Source: an optimization exercise on an open RTL-to-GDS flow (aim: small area and few clock cycles per item). Production flows keep margins and buffers that such runs may drop.
The RTL was checked by simulation tests, not by an equivalence proof against the original design.
No activity file was given, so power comes from the tool's default toggle rates.

// temperature_band_statistics
module temperature_band_statistics (
  input  logic         clk_i,
  input  logic         rst_ni,
  input  logic         in_valid_i,
  output logic         in_ready_o,
  input  logic [16:0]  in_data_i,
  output logic         out_valid_o,
  input  logic         out_ready_i,
  output logic [157:0] out_data_o,
  input  logic         cfg_we_i,
  input  logic [1:0]   cfg_idx_i,
  input  logic [14:0]  cfg_data_i
);
  tbs_pkg::cfg_t cfg;
  tbs_pkg::in_t  in_data;
  tbs_pkg::out_t res;
  logic accept;
  assign in_data    = in_data_i;
  assign out_data_o = res;
  tbs_cfg_regs u_cfg (
    .clk_i,
    .rst_ni,
    .cfg_we_i,
    .cfg_idx_i,
    .cfg_data_i,
    .cfg_o (cfg)
  );
  tbs_out_reg u_out (
    .clk_i,
    .rst_ni,
    .in_valid_i,
    .in_ready_o,
    .accept_o (accept),
    .out_valid_o,
    .out_ready_i
  );
  tbs_stats u_stats (
    .clk_i,
    .rst_ni,
    .accept_i  (accept),
    .in_data_i (in_data),
    .cfg_i     (cfg),
    .res_o     (res)
  );
endmodule
Size: about 980 cells after synthesis, roughly 200 I/O pins, about 9600 um2 of cells after synthesis.
Settings: LEC_CHECK=0, CAP_MARGIN=20, CORE_MARGIN=2, CORE_UTILIZATION=65, SLEW_MARGIN=20; clock period 6.0 ns.
standard.sh (not shown) runs the stock make flow with config.mk's settings and CLKGATE_MAP_FILE= SYNTH_SCRIPT=/design/flow/synth_recipe.tcl, a recipe that flattens the netlist after the stock synthesis.
==> flow/flow/run.sh <==
#!/bin/bash
set -euo pipefail
HERE=$(pwd)
RES=$HERE/orfs/results/$FLOW_PLATFORM/temperature_band_statistics/base
YOSYS=${FLOW_HOME}/../tools/install/yosys/bin/yosys
[[ -x $YOSYS ]] || YOSYS=yosys

bash standard.sh synth > standard_synth.log 2>&1

cp $RES/1_2_yosys.v $HERE/synth_standard.v
LIB=${FLOW_HOME}/platforms/sky130hd/lib/sky130_fd_sc_hd__tt_025C_1v80.lib
sed -e "s|@LIB@|$LIB|g" -e "s|@IN@|$HERE/synth_standard.v|g" -e "s|@OUT@|$RES/1_2_yosys.v|g" \
    -e "s|@ABC@|$HERE/flow/area.abc|g" -e "s|@CONSTR@|$HERE/flow/abc.constr|g" \
    flow/remap.ys > remap_run.ys
$YOSYS -s remap_run.ys > remap.log 2>&1
rm -f $RES/1_synth.odb $RES/1_synth.sdc

export BUFFER_PORTS_ARGS="-buffer_cell sky130_fd_sc_hd__buf_1"
export CTS_ARGS="-sink_clustering_enable -repair_clock_nets -dont_use_dummy_load -buf_list sky130_fd_sc_hd__clkbuf_4 -sink_clustering_size 10 -sink_clustering_max_diameter 40"
# Downsize non-critical cells after global routing (ORFS power recovery).
export RECOVER_POWER=100
bash standard.sh > standard_make.log 2>&1
==> flow/flow/abc.constr <==
set_driving_cell sky130_fd_sc_hd__buf_1
set_load 5
==> flow/flow/area.abc <==
strash
dc2
rewrite -z
refactor -z
&get -n
&dch -f
&nf -R 1000
&put
==> flow/flow/remap.ys <==
# Map the combinational logic of the standard synthesis again; registers stay as they are.
read_liberty -ignore_miss_func @LIB@
read_verilog @IN@
hierarchy -check -top temperature_band_statistics
blackbox sky130_fd_sc_hd__df* sky130_fd_sc_hd__edf* sky130_fd_sc_hd__sdf* sky130_fd_sc_hd__dl*
flatten
rename -hide w:*.*
opt_clean
opt -fast
abc -script @ABC@ -liberty @LIB@ -dont_use *lpflow* -dont_use *probe_p* -dont_use *probec_p* -constr @CONSTR@ -D 4000
setundef -zero
splitnets
opt_clean -purge
hilomap -singleton -hicell sky130_fd_sc_hd__conb_1 HI -locell sky130_fd_sc_hd__conb_1 LO
insbuf -buf sky130_fd_sc_hd__buf_4 A X
opt_clean -purge
rename -hide w:*$func$*
stat -liberty @LIB@
write_verilog -noattr -nohex -nodec @OUT@
The starting point finished but failed the layout checks on max-capacitance violations, max-slew violations.
Testbench counts at the start, summed over its fixed seeds: cycles 32,008, items 32,000.
Next try:
--- a/flow/flow/run.sh
+++ b/flow/flow/run.sh
@@ -1,2 +1,9 @@
 #!/bin/bash
+# Own flow: the standard layout (standard.sh) with these changes.
+#  2. Port buffers use the smallest buffer (buf_1) instead of the one buffer_ports picks.
+#  3. The clock tree is built from small clock buffers, without dummy loads.
+#  4. Timing-driven global placement does not keep its trial buffering.
+#  5. After global routing, ORFS's power recovery downsizes non-critical cells, and
+#     flow/post_grt.tcl repairs any slew/capacitance violation that leaves.
+# Each tool's output goes to a log file of its own in this folder.
 set -euo pipefail
@@ -17,2 +24,4 @@
 
+# Timing-driven placement weights nets by timing but does not keep its trial buffering.
+export GPL_KEEP_OVERFLOW=0
 export BUFFER_PORTS_ARGS="-buffer_cell sky130_fd_sc_hd__buf_1"
@@ -21,2 +30,4 @@
 export RECOVER_POWER=100
+# ... then fix any slew/cap violation it leaves (flow/post_grt.tcl).
+export POST_GLOBAL_ROUTE_TCL=$HERE/flow/post_grt.tcl
 bash standard.sh > standard_make.log 2>&1
==> flow/flow/post_grt.tcl (new file) <==
# After ORFS's power recovery (which downsizes cells and may leave slew or capacitance
# violations, e.g. on the reset tree), repair slew/cap again and re-route the nets
# that changed, then rewrite the route guides for detailed routing.
log_cmd estimate_parasitics -global_routing
log_cmd global_route -start_incremental
log_cmd repair_design -slew_margin 20 -cap_margin 20 -verbose
log_cmd detailed_placement
log_cmd global_route -end_incremental
log_cmd estimate_parasitics -global_routing
report_check_types -max_slew -max_capacitance -violators
write_guides $::env(RESULTS_DIR)/route.guide
CORE_UTILIZATION = 85   (was 65)
The new run aborted during global placement on GPL-0301; area after synthesis is unchanged; synthesized cell count does not change.
Next try:
==> flow/flow/run.sh (replaced) <==
#!/bin/bash
set -euo pipefail
HERE=$(pwd)
RES=$HERE/orfs/results/$FLOW_PLATFORM/temperature_band_statistics/base
YOSYS=${FLOW_HOME}/../tools/install/yosys/bin/yosys
[[ -x $YOSYS ]] || YOSYS=yosys

bash standard.sh synth > standard_synth.log 2>&1

cp $RES/1_2_yosys.v $HERE/synth_standard.v
LIB=${FLOW_HOME}/platforms/sky130hd/lib/sky130_fd_sc_hd__tt_025C_1v80.lib
sed -e "s|@LIB@|$LIB|g" -e "s|@IN@|$HERE/synth_standard.v|g" -e "s|@OUT@|$RES/1_2_yosys.v|g" \
    -e "s|@ABC@|$HERE/flow/area.abc|g" -e "s|@CONSTR@|$HERE/flow/abc.constr|g" \
    flow/remap.ys > remap_run.ys
$YOSYS -s remap_run.ys > remap.log 2>&1
rm -f $RES/1_synth.odb $RES/1_synth.sdc

export BUFFER_PORTS_ARGS="-buffer_cell sky130_fd_sc_hd__buf_1"
export CTS_ARGS="-sink_clustering_enable -repair_clock_nets -dont_use_dummy_load -buf_list {sky130_fd_sc_hd__clkbuf_8 sky130_fd_sc_hd__clkbuf_16} -sink_clustering_size 25 -sink_clustering_max_diameter 50"
bash standard.sh > standard_make.log 2>&1
==> flow/flow/area.abc (replaced) <==
strash
&get -n
&dch -f
&nf -R 1000
&put
CORE_UTILIZATION = 40   (was 85)
removed: flow/flow/post_grt.tcl
=> Now the flow completed without violations; synthesized area rises by 2.8%; synthesized cell count went up by 4.4%.
Next try:
--- a/flow/flow/run.sh
+++ b/flow/flow/run.sh
@@ -18,3 +18,7 @@
 export BUFFER_PORTS_ARGS="-buffer_cell sky130_fd_sc_hd__buf_1"
-export CTS_ARGS="-sink_clustering_enable -repair_clock_nets -dont_use_dummy_load -buf_list {sky130_fd_sc_hd__clkbuf_8 sky130_fd_sc_hd__clkbuf_16} -sink_clustering_size 25 -sink_clustering_max_diameter 50"
+export CTS_ARGS="-sink_clustering_enable -repair_clock_nets -dont_use_dummy_load -buf_list sky130_fd_sc_hd__clkbuf_4 -sink_clustering_size 10 -sink_clustering_max_diameter 40"
+# Downsize non-critical cells after global routing (ORFS power recovery).
+export RECOVER_POWER=100
+# ... then fix any slew/cap violation it leaves (flow/post_grt.tcl).
+export POST_GLOBAL_ROUTE_TCL=$HERE/flow/post_grt.tcl
 bash standard.sh > standard_make.log 2>&1
==> flow/flow/area.abc (replaced) <==
strash
dc2
rewrite -z
refactor -z
&get -n
&dch -f
&nf -R 1000
&put
==> flow/flow/post_grt.tcl (new file) <==
# After ORFS's power recovery (which downsizes cells and may leave slew or capacitance
# violations, e.g. on the reset tree), repair slew/cap again and re-route the nets
# that changed, then rewrite the route guides for detailed routing.
log_cmd estimate_parasitics -global_routing
log_cmd global_route -start_incremental
log_cmd repair_design -slew_margin 20 -cap_margin 20 -verbose
log_cmd detailed_placement
log_cmd global_route -end_incremental
log_cmd estimate_parasitics -global_routing
report_check_types -max_slew -max_capacitance -violators
write_guides $::env(RESULTS_DIR)/route.guide
CORE_UTILIZATION = 65   (was 40)
The new run went through all stages and came out clean; setup slack loses 580 ps; clock skew rose by 4.1 ps; cell area fell by about 7%; sequential share of layout area rose by 3.1 points; final cell count fell by 11%; via count rose by 1.1%; critical path depth rose by 11; clock power fell by 47%; clock-buffer cell count rose by 4; flip-flop and latch count is unchanged.


temperature_band_statistics again, from the RTL that the note above started with.
Settings: LEC_CHECK=0, CAP_MARGIN=20, CORE_MARGIN=2, CORE_UTILIZATION=75, SLEW_MARGIN=20; clock period 6.0 ns.
==> flow/flow/run.sh <==
#!/bin/bash
# Own flow: the standard layout (standard.sh) with these changes.
#  2. Port buffers use the smallest buffer (buf_1) instead of the one buffer_ports picks.
#  3. The clock tree is built from small clock buffers, without dummy loads.
#  4. Timing-driven global placement does not keep its trial buffering.
#  5. After global routing, ORFS's power recovery downsizes non-critical cells, and
#     flow/post_grt.tcl repairs any slew/capacitance violation that leaves.
# Each tool's output goes to a log file of its own in this folder.
set -euo pipefail
HERE=$(pwd)
RES=$HERE/orfs/results/$FLOW_PLATFORM/temperature_band_statistics/base
YOSYS=${FLOW_HOME}/../tools/install/yosys/bin/yosys
[[ -x $YOSYS ]] || YOSYS=yosys

bash standard.sh synth > standard_synth.log 2>&1

cp $RES/1_2_yosys.v $HERE/synth_standard.v
LIB=${FLOW_HOME}/platforms/sky130hd/lib/sky130_fd_sc_hd__tt_025C_1v80.lib
sed -e "s|@LIB@|$LIB|g" -e "s|@IN@|$HERE/synth_standard.v|g" -e "s|@OUT@|$RES/1_2_yosys.v|g" \
    -e "s|@ABC@|$HERE/flow/area.abc|g" -e "s|@CONSTR@|$HERE/flow/abc.constr|g" \
    flow/remap.ys > remap_run.ys
$YOSYS -s remap_run.ys > remap.log 2>&1
rm -f $RES/1_synth.odb $RES/1_synth.sdc

# Timing-driven placement weights nets by timing but does not keep its trial buffering.
export GPL_KEEP_OVERFLOW=0
export BUFFER_PORTS_ARGS="-buffer_cell sky130_fd_sc_hd__buf_1"
export CTS_ARGS="-sink_clustering_enable -repair_clock_nets -dont_use_dummy_load -buf_list sky130_fd_sc_hd__clkbuf_4 -sink_clustering_size 10 -sink_clustering_max_diameter 40"
# Downsize non-critical cells after global routing (ORFS power recovery).
export RECOVER_POWER=100
# ... then fix any slew/cap violation it leaves (flow/post_grt.tcl).
export POST_GLOBAL_ROUTE_TCL=$HERE/flow/post_grt.tcl
bash standard.sh > standard_make.log 2>&1
==> flow/flow/area.abc <==
strash
dc2
rewrite -z
refactor -z
&get -n
&deepsyn -T 60
&dch -f
&nf -R 1000
&put
==> flow/flow/post_grt.tcl <==
# After ORFS's power recovery (which downsizes cells and may leave slew or capacitance
# violations, e.g. on the reset tree), repair slew/cap again and re-route the nets
# that changed, then rewrite the route guides for detailed routing.
log_cmd estimate_parasitics -global_routing
log_cmd global_route -start_incremental
log_cmd repair_design -slew_margin 20 -cap_margin 20 -verbose
log_cmd detailed_placement
log_cmd global_route -end_incremental
log_cmd estimate_parasitics -global_routing
report_check_types -max_slew -max_capacitance -violators
write_guides $::env(RESULTS_DIR)/route.guide
Scripts as last shown in full above: flow/flow/abc.constr, flow/flow/remap.ys
The starting point finished with timing, DRC and antenna clean.
Testbench counts at the start, summed over its fixed seeds: cycles 32,008, items 32,000.
Change:
==> flow/flow/run.sh (replaced) <==
#!/bin/bash
set -euo pipefail
HERE=$(pwd)
RES=$HERE/orfs/results/$FLOW_PLATFORM/temperature_band_statistics/base
YOSYS=${FLOW_HOME}/../tools/install/yosys/bin/yosys
[[ -x $YOSYS ]] || YOSYS=yosys

bash standard.sh synth > standard_synth.log 2>&1

cp $RES/1_2_yosys.v $HERE/synth_standard.v
LIB=${FLOW_HOME}/platforms/sky130hd/lib/sky130_fd_sc_hd__tt_025C_1v80.lib
sed -e "s|@LIB@|$LIB|g" -e "s|@IN@|$HERE/synth_standard.v|g" -e "s|@OUT@|$RES/1_2_yosys.v|g" \
    -e "s|@ABC@|$HERE/flow/area.abc|g" -e "s|@CONSTR@|$HERE/flow/abc.constr|g" \
    flow/remap.ys > remap_run.ys
$YOSYS -s remap_run.ys > remap.log 2>&1
rm -f $RES/1_synth.odb $RES/1_synth.sdc

export BUFFER_PORTS_ARGS="-buffer_cell sky130_fd_sc_hd__buf_1"
export CTS_ARGS="-sink_clustering_enable -repair_clock_nets -dont_use_dummy_load -buf_list sky130_fd_sc_hd__clkbuf_8 -sink_clustering_size 20 -sink_clustering_max_diameter 60"
bash standard.sh > standard_make.log 2>&1
==> flow/flow/area.abc (replaced) <==
strash
dc2
&get -n
&dch -f
&nf -R 1000
&put
CAP_MARGIN = 10   (was 20)
CORE_UTILIZATION = 40   (was 75)
SLEW_MARGIN = 10   (was 20)
removed: flow/flow/post_grt.tcl
Design area rose by 3.1%; worst setup slack is better by 260 ps; register-to-register slack gets better by 450 ps; count of clock-buffer cells in the layout came out lower by 11.
Change:
--- a/flow/flow/run.sh
+++ b/flow/flow/run.sh
@@ -17,4 +17,8 @@
 
 export BUFFER_PORTS_ARGS="-buffer_cell sky130_fd_sc_hd__buf_1"
-export CTS_ARGS="-sink_clustering_enable -repair_clock_nets -dont_use_dummy_load -buf_list sky130_fd_sc_hd__clkbuf_8 -sink_clustering_size 20 -sink_clustering_max_diameter 60"
+export CTS_ARGS="-sink_clustering_enable -repair_clock_nets -dont_use_dummy_load -buf_list sky130_fd_sc_hd__clkbuf_4 -sink_clustering_size 10 -sink_clustering_max_diameter 40"
+# Downsize non-critical cells after global routing (ORFS power recovery).
+export RECOVER_POWER=100
+# ... then fix any slew/cap violation it leaves (flow/post_grt.tcl).
+export POST_GLOBAL_ROUTE_TCL=$HERE/flow/post_grt.tcl
 bash standard.sh > standard_make.log 2>&1
==> flow/flow/area.abc (replaced) <==
strash
dc2
rewrite -z
refactor -z
&get -n
&deepsyn -T 60
&dch -f
&nf -R 1000
&put
==> flow/flow/post_grt.tcl (new file) <==
# After ORFS's power recovery (which downsizes cells and may leave slew or capacitance
# violations, e.g. on the reset tree), repair slew/cap again and re-route the nets
# that changed, then rewrite the route guides for detailed routing.
log_cmd estimate_parasitics -global_routing
log_cmd global_route -start_incremental
log_cmd repair_design -slew_margin 20 -cap_margin 20 -verbose
log_cmd detailed_placement
log_cmd global_route -end_incremental
log_cmd estimate_parasitics -global_routing
report_check_types -max_slew -max_capacitance -violators
write_guides $::env(RESULTS_DIR)/route.guide
CAP_MARGIN = 20   (was 10)
CORE_UTILIZATION = 65   (was 40)
SLEW_MARGIN = 20   (was 10)
The changed run went through all stages and came out clean; total power decreases by about 1.7%; final area decreases by about 2%; first-iteration DRC count increases by 19%; sequential power is about the same; die area decreases by 38%; area after synthesis decreases by 1.2%; worst setup slack is worse by 140 ps.
Change:
--- a/flow/flow/run.sh
+++ b/flow/flow/run.sh
@@ -17,8 +17,4 @@
 
 export BUFFER_PORTS_ARGS="-buffer_cell sky130_fd_sc_hd__buf_1"
-export CTS_ARGS="-sink_clustering_enable -repair_clock_nets -dont_use_dummy_load -buf_list sky130_fd_sc_hd__clkbuf_4 -sink_clustering_size 10 -sink_clustering_max_diameter 40"
-# Downsize non-critical cells after global routing (ORFS power recovery).
-export RECOVER_POWER=100
-# ... then fix any slew/cap violation it leaves (flow/post_grt.tcl).
-export POST_GLOBAL_ROUTE_TCL=$HERE/flow/post_grt.tcl
+export CTS_ARGS="-sink_clustering_enable -repair_clock_nets -dont_use_dummy_load -buf_list sky130_fd_sc_hd__clkbuf_8 -sink_clustering_size 20 -sink_clustering_max_diameter 60"
 bash standard.sh > standard_make.log 2>&1
==> flow/flow/area.abc (replaced) <==
strash
&get -n
&fraig -x
&put
scorr
dc2
&get -n
&dch -f
&nf -R 1000
&put
CORE_UTILIZATION = 40   (was 65)
GPL_TIMING_DRIVEN = 0   (was unset)
removed: flow/flow/post_grt.tcl
- die area increases by about 60%
- design area increases by about 4%
- fmax decreases by 3.9%
- critical path depth increases by 1
- worst hold slack degrades by 7.5 ps
- via count decreases by about 5.4%
- power increases by 2.9%
Change:
--- a/flow/flow/run.sh
+++ b/flow/flow/run.sh
@@ -1,3 +1,10 @@
 #!/bin/bash
+# Own flow: the standard layout (standard.sh) with these changes.
+#  2. Port buffers use the smallest buffer (buf_1) instead of the one buffer_ports picks.
+#  3. The clock tree is built from small clock buffers, without dummy loads.
+#  4. Timing-driven global placement does not keep its trial buffering.
+#  5. After global routing, ORFS's power recovery downsizes non-critical cells, and
+#     flow/post_grt.tcl repairs any slew/capacitance violation that leaves.
+# Each tool's output goes to a log file of its own in this folder.
 set -euo pipefail
 HERE=$(pwd)
@@ -16,5 +23,11 @@
 rm -f $RES/1_synth.odb $RES/1_synth.sdc
 
+# Timing-driven placement weights nets by timing but does not keep its trial buffering.
+export GPL_KEEP_OVERFLOW=0
 export BUFFER_PORTS_ARGS="-buffer_cell sky130_fd_sc_hd__buf_1"
-export CTS_ARGS="-sink_clustering_enable -repair_clock_nets -dont_use_dummy_load -buf_list sky130_fd_sc_hd__clkbuf_8 -sink_clustering_size 20 -sink_clustering_max_diameter 60"
+export CTS_ARGS="-sink_clustering_enable -repair_clock_nets -dont_use_dummy_load -buf_list sky130_fd_sc_hd__clkbuf_4 -sink_clustering_size 10 -sink_clustering_max_diameter 40"
+# Downsize non-critical cells after global routing (ORFS power recovery).
+export RECOVER_POWER=100
+# ... then fix any slew/cap violation it leaves (flow/post_grt.tcl).
+export POST_GLOBAL_ROUTE_TCL=$HERE/flow/post_grt.tcl
 bash standard.sh > standard_make.log 2>&1
==> flow/flow/area.abc (replaced) <==
strash
dc2
rewrite -z
refactor -z
&get -n
&dch -f
&nf -R 1000
&put
==> flow/flow/post_grt.tcl (new file) <==
# After ORFS's power recovery (which downsizes cells and may leave slew or capacitance
# violations, e.g. on the reset tree), repair slew/cap again and re-route the nets
# that changed, then rewrite the route guides for detailed routing.
log_cmd estimate_parasitics -global_routing
log_cmd global_route -start_incremental
log_cmd repair_design -slew_margin 20 -cap_margin 20 -verbose
log_cmd detailed_placement
log_cmd global_route -end_incremental
log_cmd estimate_parasitics -global_routing
report_check_types -max_slew -max_capacitance -violators
write_guides $::env(RESULTS_DIR)/route.guide
CORE_UTILIZATION = 55   (was 40)
GPL_TIMING_DRIVEN = unset   (was 0)
After rerunning:
- global-route usage came out higher by 6.0 points
- sequential share of layout area came out higher by 1.9 points
- worst hold slack gets better by 4.5 ps
- setup slack gets better by 430 ps
- combinational power came out lower by 11%

static timing again, ports no longer ideal:
The flow's constraints put no driver on any port. The routed layouts listed below were extracted and timed again, unchanged, in two steps. Step 1 assumes that a clkbuf_16 drives the clock port and a buf_2 every other input. Step 2 also shifts input and output timing later by t, the mid clock arrival at the registers, as if the neighbouring blocks saw the same clock. a / b / c = ideal / step 1 / step 2; a / b = the first two.
run	t, ns	setup WS [ns]	worst setup path at the end	clock arrival spread, ns	cell pins on the clock port's net
the first run of note 1	0.671	0.646 / 0.663 / -0.009	input to register	0.051 / 0.051	1
the third run of note 1	0.555	1.237 / 1.230 / 0.674	input to register	0.048 / 0.049	1
the fourth run of note 1	0.671	0.657 / 0.674 / 0.003	input to register	0.053 / 0.053	1
the first run of note 2	0.657	0.300 / 0.294 / -0.363	input to register	0.049 / 0.048	1
the second run of note 2	0.565	0.565 / 0.588 / 0.023	input to register	0.064 / 0.064	1
the third run of note 2	0.685	0.427 / 0.443 / -0.243	input to register	0.061 / 0.061	1
the fourth run of note 2	0.567	0.199 / 0.217 / -0.349	input to register	0.083 / 0.083	1
the fifth run of note 2	0.633	0.633 / 0.648 / 0.015	input to register	0.048 / 0.048	1
For the third run of note 2, which loses most, drivers alone change the setup slack by +0.016 ns; drivers and shift together by -0.670 ns.
